Context: an optimization exercise on an open-source flow, tuned for small area, a short achievable clock period and few clock cycles per item. The choices shown serve that exercise and are no tape-out recipe.
Function was checked by simulation only, so behaviour that the tests miss may differ from the original.
Power figures rest on the tool's default switching activity, not on a simulated workload.

## flow/config.mk

```make
export PLATFORM = sky130hd
export DESIGN_NAME = stack_with_delete_at_depth
export DESIGN_NICKNAME = stack_with_delete_at_depth
export VERILOG_FILES = /design/flow/design.v
export SDC_FILE = /design/flow/constraint.sdc
export NUM_CORES = 4
export LEC_CHECK = 0
export CAP_MARGIN = 20
export CORE_MARGIN = 2
export CORE_UTILIZATION = 25
export PLACE_DENSITY = 0.4
export SLEW_MARGIN = 20
```

## flow/constraint.sdc

```tcl
create_clock -name core_clock -period 9.0 [get_ports {clk_i}]
set_input_delay 1.8000 -clock core_clock [delete_from_list [all_inputs] [get_ports {clk_i}]]
set_output_delay 1.8000 -clock core_clock [all_outputs]
set_load 0.01 [all_outputs]
```

## flow/design.v

```verilog
package swd_pkg;
  localparam int unsigned DATA_W  = 32;
  localparam int unsigned POS_W   = 8;
  localparam int unsigned COUNT_W = 8;
  typedef enum logic [1:0] {
    CMD_PUSH   = 2'd0,
    CMD_POP    = 2'd1,
    CMD_PEEK   = 2'd2,
    CMD_DELETE = 2'd3
  } cmd_e;
  typedef enum logic [1:0] {
    ST_OK        = 2'd0,
    ST_OVERFLOW  = 2'd1,
    ST_UNDERFLOW = 2'd2,
    ST_BADPOS    = 2'd3
  } status_e;
endpackage
import swd_pkg::*;
module swd_ram #(
  parameter int unsigned DEPTH = 128,
  parameter int unsigned AW    = 7
) (
  input  logic                              clk_i,
  input  logic                              wr_en_i,
  input  logic [AW-1:0]                     wr_addr_i,
  input  logic [swd_pkg::DATA_W-1:0]        wr_data_i,
  input  logic                              rd_en_i,
  input  logic [AW-1:0]                     rd_addr_i,
  output logic [swd_pkg::DATA_W-1:0]        rd_data_o
);
  logic [DATA_W-1:0] mem [DEPTH];
  logic [DATA_W-1:0] rd_data_q;
  always_ff @(posedge clk_i) begin
    if (wr_en_i) begin
      mem[wr_addr_i] <= wr_data_i;
    end
    if (rd_en_i) begin
      rd_data_q <= mem[rd_addr_i];
    end
  end
  assign rd_data_o = rd_data_q;
endmodule
import swd_pkg::*;
module stack_with_delete_at_depth #(
  parameter int unsigned DEPTH = 128
) (
  input  logic                                clk_i,
  input  logic                                rst_ni,
  input  logic                                cmd_valid_i,
  output logic                                cmd_ready_o,
  input  logic [1:0]                          cmd_op_i,
  input  logic [swd_pkg::DATA_W-1:0]          cmd_value_i,
  input  logic [swd_pkg::POS_W-1:0]           cmd_position_i,
  output logic                                res_valid_o,
  input  logic                                res_ready_i,
  output logic [swd_pkg::DATA_W-1:0]          res_data_o,
  output logic [swd_pkg::COUNT_W-1:0]         res_count_o,
  output logic                                res_empty_o,
  output logic                                res_full_o,
  output logic [1:0]                          res_status_o
);
  swd_pkg::cmd_e cmd_op;
  assign cmd_op = swd_pkg::cmd_e'(cmd_op_i);
  localparam int unsigned AW = (DEPTH > 1) ? $clog2(DEPTH) : 1;
  localparam int unsigned CW = $clog2(DEPTH + 1);
  localparam int unsigned MW = (CW > POS_W) ? CW : POS_W;
  typedef enum logic [2:0] {
    S_IDLE,
    S_READ,
    S_DEL,
    S_SHIFT,
    S_FIN
  } state_e;
  state_e              state_q, state_d;
  logic [CW-1:0]       count_q, count_d;
  logic [AW-1:0]       rd_ptr_q, rd_ptr_d;
  swd_pkg::cmd_e       op_q, op_d;
  logic [DATA_W-1:0]   res_data_q, res_data_d;
  swd_pkg::status_e    res_status_q, res_status_d;
  logic                out_valid_q, out_valid_d;
  logic [DATA_W-1:0]   out_data_q, out_data_d;
  logic [COUNT_W-1:0]  out_count_q, out_count_d;
  logic                out_empty_q, out_empty_d;
  logic                out_full_q, out_full_d;
  swd_pkg::status_e    out_status_q, out_status_d;
  logic                ram_wr_en, ram_rd_en;
  logic [AW-1:0]       ram_wr_addr, ram_rd_addr;
  logic [DATA_W-1:0]   ram_wr_data, ram_rd_data;
  logic [MW-1:0]       pos_ext, cnt_ext;
  logic [CW-1:0]       next_rd;
  logic                more_to_move;
  swd_ram #(.DEPTH(DEPTH), .AW(AW)) u_ram (
    .clk_i     (clk_i),
    .wr_en_i   (ram_wr_en),
    .wr_addr_i (ram_wr_addr),
    .wr_data_i (ram_wr_data),
    .rd_en_i   (ram_rd_en),
    .rd_addr_i (ram_rd_addr),
    .rd_data_o (ram_rd_data)
  );
  assign cmd_ready_o = (state_q == S_IDLE);
  assign pos_ext = MW'(cmd_position_i);
  assign cnt_ext = MW'(count_q);
  assign next_rd      = CW'(rd_ptr_q) + CW'(1);
  assign more_to_move = (next_rd < count_q);
  always_comb begin
    state_d      = state_q;
    count_d      = count_q;
    rd_ptr_d     = rd_ptr_q;
    op_d         = op_q;
    res_data_d   = res_data_q;
    res_status_d = res_status_q;
    out_valid_d  = out_valid_q && !res_ready_i;
    out_data_d   = out_data_q;
    out_count_d  = out_count_q;
    out_empty_d  = out_empty_q;
    out_full_d   = out_full_q;
    out_status_d = out_status_q;
    ram_wr_en    = 1'b0;
    ram_wr_addr  = '0;
    ram_wr_data  = '0;
    ram_rd_en    = 1'b0;
    ram_rd_addr  = '0;
    case (state_q)
      S_IDLE: begin
        if (cmd_valid_i) begin
          op_d         = cmd_op;
          res_data_d   = '0;
          res_status_d = ST_OK;
          state_d      = S_FIN;
          case (cmd_op)
            CMD_PUSH: begin
              if (count_q == CW'(DEPTH)) begin
                res_status_d = ST_OVERFLOW;
              end else begin
                ram_wr_en   = 1'b1;
                ram_wr_addr = AW'(count_q);
                ram_wr_data = cmd_value_i;
                count_d     = count_q + CW'(1);
              end
            end
            CMD_POP, CMD_PEEK: begin
              if (count_q == '0) begin
                res_status_d = ST_UNDERFLOW;
              end else begin
                ram_rd_en   = 1'b1;
                ram_rd_addr = AW'(count_q - CW'(1));
                state_d     = S_READ;
              end
            end
            CMD_DELETE: begin
              if (count_q == '0) begin
                res_status_d = ST_UNDERFLOW;
              end else if (pos_ext == '0 || pos_ext > cnt_ext) begin
                res_status_d = ST_BADPOS;
              end else begin
                ram_rd_en   = 1'b1;
                ram_rd_addr = AW'(cnt_ext - pos_ext);
                rd_ptr_d    = AW'(cnt_ext - pos_ext);
                state_d     = S_DEL;
              end
            end
            default: begin
              res_status_d = ST_OK;
            end
          endcase
        end
      end
      S_READ: begin
        res_data_d = ram_rd_data;
        if (op_q == CMD_POP) begin
          count_d = count_q - CW'(1);
        end
        state_d = S_FIN;
      end
      S_DEL: begin
        res_data_d = ram_rd_data;
        if (more_to_move) begin
          ram_rd_en   = 1'b1;
          ram_rd_addr = AW'(next_rd);
          rd_ptr_d    = AW'(next_rd);
          state_d     = S_SHIFT;
        end else begin
          count_d = count_q - CW'(1);
          state_d = S_FIN;
        end
      end
      S_SHIFT: begin
        ram_wr_en   = 1'b1;
        ram_wr_addr = rd_ptr_q - AW'(1);
        ram_wr_data = ram_rd_data;
        if (more_to_move) begin
          ram_rd_en   = 1'b1;
          ram_rd_addr = AW'(next_rd);
          rd_ptr_d    = AW'(next_rd);
        end else begin
          count_d = count_q - CW'(1);
          state_d = S_FIN;
        end
      end
      S_FIN: begin
        if (!out_valid_q || res_ready_i) begin
          out_valid_d  = 1'b1;
          out_data_d   = res_data_q;
          out_count_d  = COUNT_W'(count_q);
          out_empty_d  = (count_q == '0);
          out_full_d   = (count_q == CW'(DEPTH));
          out_status_d = res_status_q;
          state_d      = S_IDLE;
        end
      end
      default: begin
        state_d = S_IDLE;
      end
    endcase
  end
  always_ff @(posedge clk_i or negedge rst_ni) begin
    if (!rst_ni) begin
      state_q      <= S_IDLE;
      count_q      <= '0;
      rd_ptr_q     <= '0;
      op_q         <= CMD_PUSH;
      res_data_q   <= '0;
      res_status_q <= ST_OK;
      out_valid_q  <= 1'b0;
      out_data_q   <= '0;
      out_count_q  <= '0;
      out_empty_q  <= 1'b1;
      out_full_q   <= 1'b0;
      out_status_q <= ST_OK;
    end else begin
      state_q      <= state_d;
      count_q      <= count_d;
      rd_ptr_q     <= rd_ptr_d;
      op_q         <= op_d;
      res_data_q   <= res_data_d;
      res_status_q <= res_status_d;
      out_valid_q  <= out_valid_d;
      out_data_q   <= out_data_d;
      out_count_q  <= out_count_d;
      out_empty_q  <= out_empty_d;
      out_full_q   <= out_full_d;
      out_status_q <= out_status_d;
    end
  end
  assign res_valid_o     = out_valid_q;
  assign res_data_o      = out_data_q;
  assign res_count_o     = out_count_q;
  assign res_empty_o = out_empty_q;
  assign res_full_o  = out_full_q;
  assign res_status_o    = out_status_q;
endmodule
```

## flow/run.sh

```bash
#!/bin/bash
# synth_recipe.tcl (not shown) runs the flow's synth.tcl, then flattens the netlist and writes it again
# the make line also repeats each setting of config.mk as NAME=value (left out here)
make -C /OpenROAD-flow-scripts/flow DESIGN_CONFIG=/design/flow/config.mk WORK_HOME=/design/flow/orfs CLKGATE_MAP_FILE= SYNTH_SCRIPT=/design/flow/synth_recipe.tcl finish
```

==> impl_metrics.env <==
export IMPL_powerDensity_nw_per_um2=264
export IMPL_met3_usage=0.0329
export IMPL_ys_top_cells_by_area="edfxtp_1, nand2_1, mux2i_1, mux4_2, nand3_1"
export IMPL_synthesis_area_sq_um=165000
export IMPL_utilization=0.299
export IMPL_clock_latency_ns=1.07
export IMPL_vias=102086
export IMPL_yosysSeqAreaShare=0.768
export IMPL_ys_types=85
export IMPL_maxCapViolCount=0
export IMPL_grt_pass1_vias=98280
export IMPL_via_per_inst=5.06
export IMPL_wirelength_mm=677
export IMPL_drv_slew=0
export IMPL_dp_final_hpwl_mm=423
export IMPL_grt_antenna_before_repair=78
export IMPL_nFillCells=65004
export IMPL_antenna_left=0
export IMPL_cts_tree="yes"
export IMPL_rows=298
export IMPL_drc=0
export IMPL_post_cts_resized=0
export IMPL_postCtsSetupRepairBufs=0
export IMPL_synth_xor_area_frac=0.00133
export IMPL_synth_common_cells="edfxtp_1, nand2_1, mux2i_1"
export IMPL_synth_top_area_frac=0.753
export IMPL_synthAdderAreaFrac=0.00233
export IMPL_chipWidth_um=816
export IMPL_worst_slack_ns=1.26
export IMPL_routedWlPerCell_um=33.6
export IMPL_layout_drive_gt1_share=0.165
export IMPL_grt_usage=0.196
export IMPL_cts_max_path_buffers=4
export IMPL_cts_made_buffers=448
export IMPL_avgSynthCellArea_sq_um=15.8
export IMPL_critical_path_slowest_cell="mux2i_1"
export IMPL_grt_first_pass_wirelength_mm=902
export IMPL_synth_top_family_by_area="simple AND/OR/NAND/NOR gates"
export IMPL_synth_cells=10394
export IMPL_cts_sinks=4227
export IMPL_whs_ns=0.482
export IMPL_synth_edf_count=4128
export IMPL_yosys_area_share_simple=0.0830
export IMPL_slew_headroom=0.174
export IMPL_post_synth_top_count_cell="edfxtp_1"
export IMPL_netlist_top_cell_by_area="edfxtp_1"
export IMPL_synth_flop_cell="edfxtp_1"
export IMPL_required_ns=9.69
export IMPL_fmax_ghz=0.129
export IMPL_path_max_fanout=30
export IMPL_fin_crit_sh=0.860
export IMPL_htree_levels=5
export IMPL_start_util=0.250
export IMPL_fin_skew_ns=0.0839
export IMPL_synth_compound_area_frac=0.0573
export IMPL_overflow=0
export IMPL_yosysWarnings=2
export IMPL_setup_viol=0
export IMPL_async_flop_share=0.0234
export IMPL_dr_pass1_iters=6
export IMPL_io_buffers=91
export IMPL_grt_max_degree=129
export IMPL_grtUsageMet2=0.308
export IMPL_place_ws_ns=0.289
export IMPL_grtUsageMet1=0.275
export IMPL_io_pins=92
export IMPL_arrival_ns=8.42
export IMPL_die_y_um=816
export IMPL_tightest_slew_ns=1.23
export IMPL_outcome="finished clean"
export IMPL_fin_crit_ns=7.74
export IMPL_grt_busiest_layer="met2"
export IMPL_max_vdd_ir_drop_v=0.000187
export IMPL_clk_pin_slew_worst_paths_ns=0.06
export IMPL_p_total_w=0.0519
export IMPL_synth_mux_area_frac=0.0699
export IMPL_max_stage_delay_ns=0.95
export IMPL_cp_start_kind="input port"
export IMPL_syn_nets=10470
export IMPL_critPathTopFamily="simple AND/OR/NAND/NOR gates"
export IMPL_hold_viol_final=0
export IMPL_dieArea_sq_um=665000
export IMPL_p_leak_nw=65.8
export IMPL_cts_root_buffer="clkbuf_16"
export IMPL_path_buf_inv=6
export IMPL_ys_ff_latch=4227
export IMPL_synthToLayoutAreaGrowth_pct=19.3
export IMPL_hp_class="flop to flop"
export IMPL_coreArea_sq_um=657000
export IMPL_rsz0062_at_grt="no"
export IMPL_fin_nets=11084
export IMPL_end_kind="flop"
export IMPL_gp_congestion=0.861
export IMPL_crit_type="input port to flop"
export IMPL_initialDrtViolationCount=14743
export IMPL_crit_chain="clkdlybuf4s50_1 -> or4b_4 -> a211oi_4 -> nand2_1 -> o32a_1 -> buf_4 -> nand2_4 -> buf_12 -> buf_12 -> buf_4 -> mux2i_1 -> o22ai_1 -> nor4_1 -> nand3_1 -> nand3_1 -> buf_4 -> nand3_1"
export IMPL_cts_hold_fix_buffers=0
## cells in the final DEF (no fill, tap or decap), drive strengths merged, types with 86 or more instances in the layout
cell type      instances
a21oi                467
a31oi                123
buf                  684
clkbuf               559
clkdlybuf4s50         90
clkinv               212
dfrtp                 98
edfxtp              4128
mux2i                581
mux4                 226
nand2               2066
nand3                568
nand4                 86
nor2                 217
o22ai                228
## cells by family (layout without fill, tap and decap cells)
kind of cell,count (synthesis),after routing
compound gates,1418,1418
flops,4227,4227
mux,861,861
buf+inv,633,1627
fa+ha+maj,30,30
other cells,0,84
simple gates,3200,3200
xor+xnor,25,25
## cell type report
cell class	count	area (sq um)	area share
Clock inverter	272	2590	0.0132
Inverter	22	82.6	0.000420
Antenna cell	84	210	0.00107
Tap cell	8700	10900	0.0554
Multi-Input combinational cell	5534	37100	0.189
Timing Repair Buffer	775	7190	0.0366
Clock buffer	558	11900	0.0605
Sequential cell	4227	126000	0.644
## path summary, 6_finish.rpt
| path | depth (start not counted) | startpoint | to | slack (ns) |
|---|---|---|---|---|
| max reg2reg | 21 | rd_ptr_q[0]$_DFFE_PN0P_ | u_ram.rd_data_q[26]$_DFFE_PP_ | 1.35 |
| min | 2 | out_count_q[0]$_DFFE_PN0P_ | out_count_q[0]$_DFFE_PN0P_ | 0.48 |
| min in group asynchronous | 1 | rst_ni | res_data_q[27]$_DFFE_PN0P_ | 0.76 |
| min reg2reg | 2 | out_count_q[0]$_DFFE_PN0P_ | out_count_q[0]$_DFFE_PN0P_ | 0.48 |
| max in group asynchronous | 2 | rst_ni | count_q[3]$_DFFE_PN0P_ | 6.93 |
| max | 17 | cmd_valid_i | u_ram.rd_data_q[26]$_DFFE_PP_ | 1.26 |
## flip-flops by register name, summed over array words and instances, names as in the netlist
name,count
count_q,8
op_q,2
out_count_q,8
out_data_q,32
out_empty_q,1
out_full_q,1
out_status_q,2
out_valid_q,1
rd_ptr_q,7
res_data_q,32
res_status_q,2
state_q,3
u_ram.mem,4096
u_ram.rd_data_q,32
## layer usage
metal	part of all wire	vias to the layer above
met4	0.036	24
met5	0.00025	-
li1	-	41728
met1	0.43	54706
met2	0.45	4799
met3	0.076	829
## worst min-delay path: stages (launching register included)
cell and delay (ns):
dfrtp_1 0.34, nand2_1 0.05, o21ai_0 0.06
## report_power, final
part / switching, W / leakage (nW) / internal (W)
combinational: 0.00772 / 19.4 / 0.00326
sequential: 0.000396 / 39.3 / 0.0220
clock: 0.00808 / 7.07 / 0.0105
## through the flow
step / instances / cell area, sq um / setup TNS, ns
final: 20172 / 196000 / 0
after global routing: 20140 / 196000 / 0
after CTS: 20087 / 196000 / 0
after detailed placement: 19257 / 182000 / 0
after global placement: 19238 / 181000 / -0.0570
after floorplan: 10394 / 165000 / 0
Testbench counts, summed over its fixed seeds: cycles 154,361, items 18,000.

## afterwards: timing with drivers on the ports
No port has a modelled driver above. Below, the same layout with a new extraction and two added sets of constraints. Step 1 sets driving cells, clkbuf_16 on the clock port and buf_2 on the other inputs (assumed; they add their load-dependent delay and slew). Step 2 moves the port delays by t, midway between the first and last clock arrival at a register: inputs arrive t later, outputs are due t later. That takes back most of the time a late clock gives input paths. Slacks: no drivers / after step 1 / after step 2; pairs: no drivers / after step 1.
t, ns: 1.159
setup slack, ns: 1.262 / 1.307 / 0.149
clock arrival spread, ns: 0.085 / 0.085
slew at the worst register clock pin (ns): 0.07 / 0.07
After both steps this run still meets setup and hold. For this run, drivers alone change the setup slack by +0.045 ns; drivers and shift together by -1.113 ns.
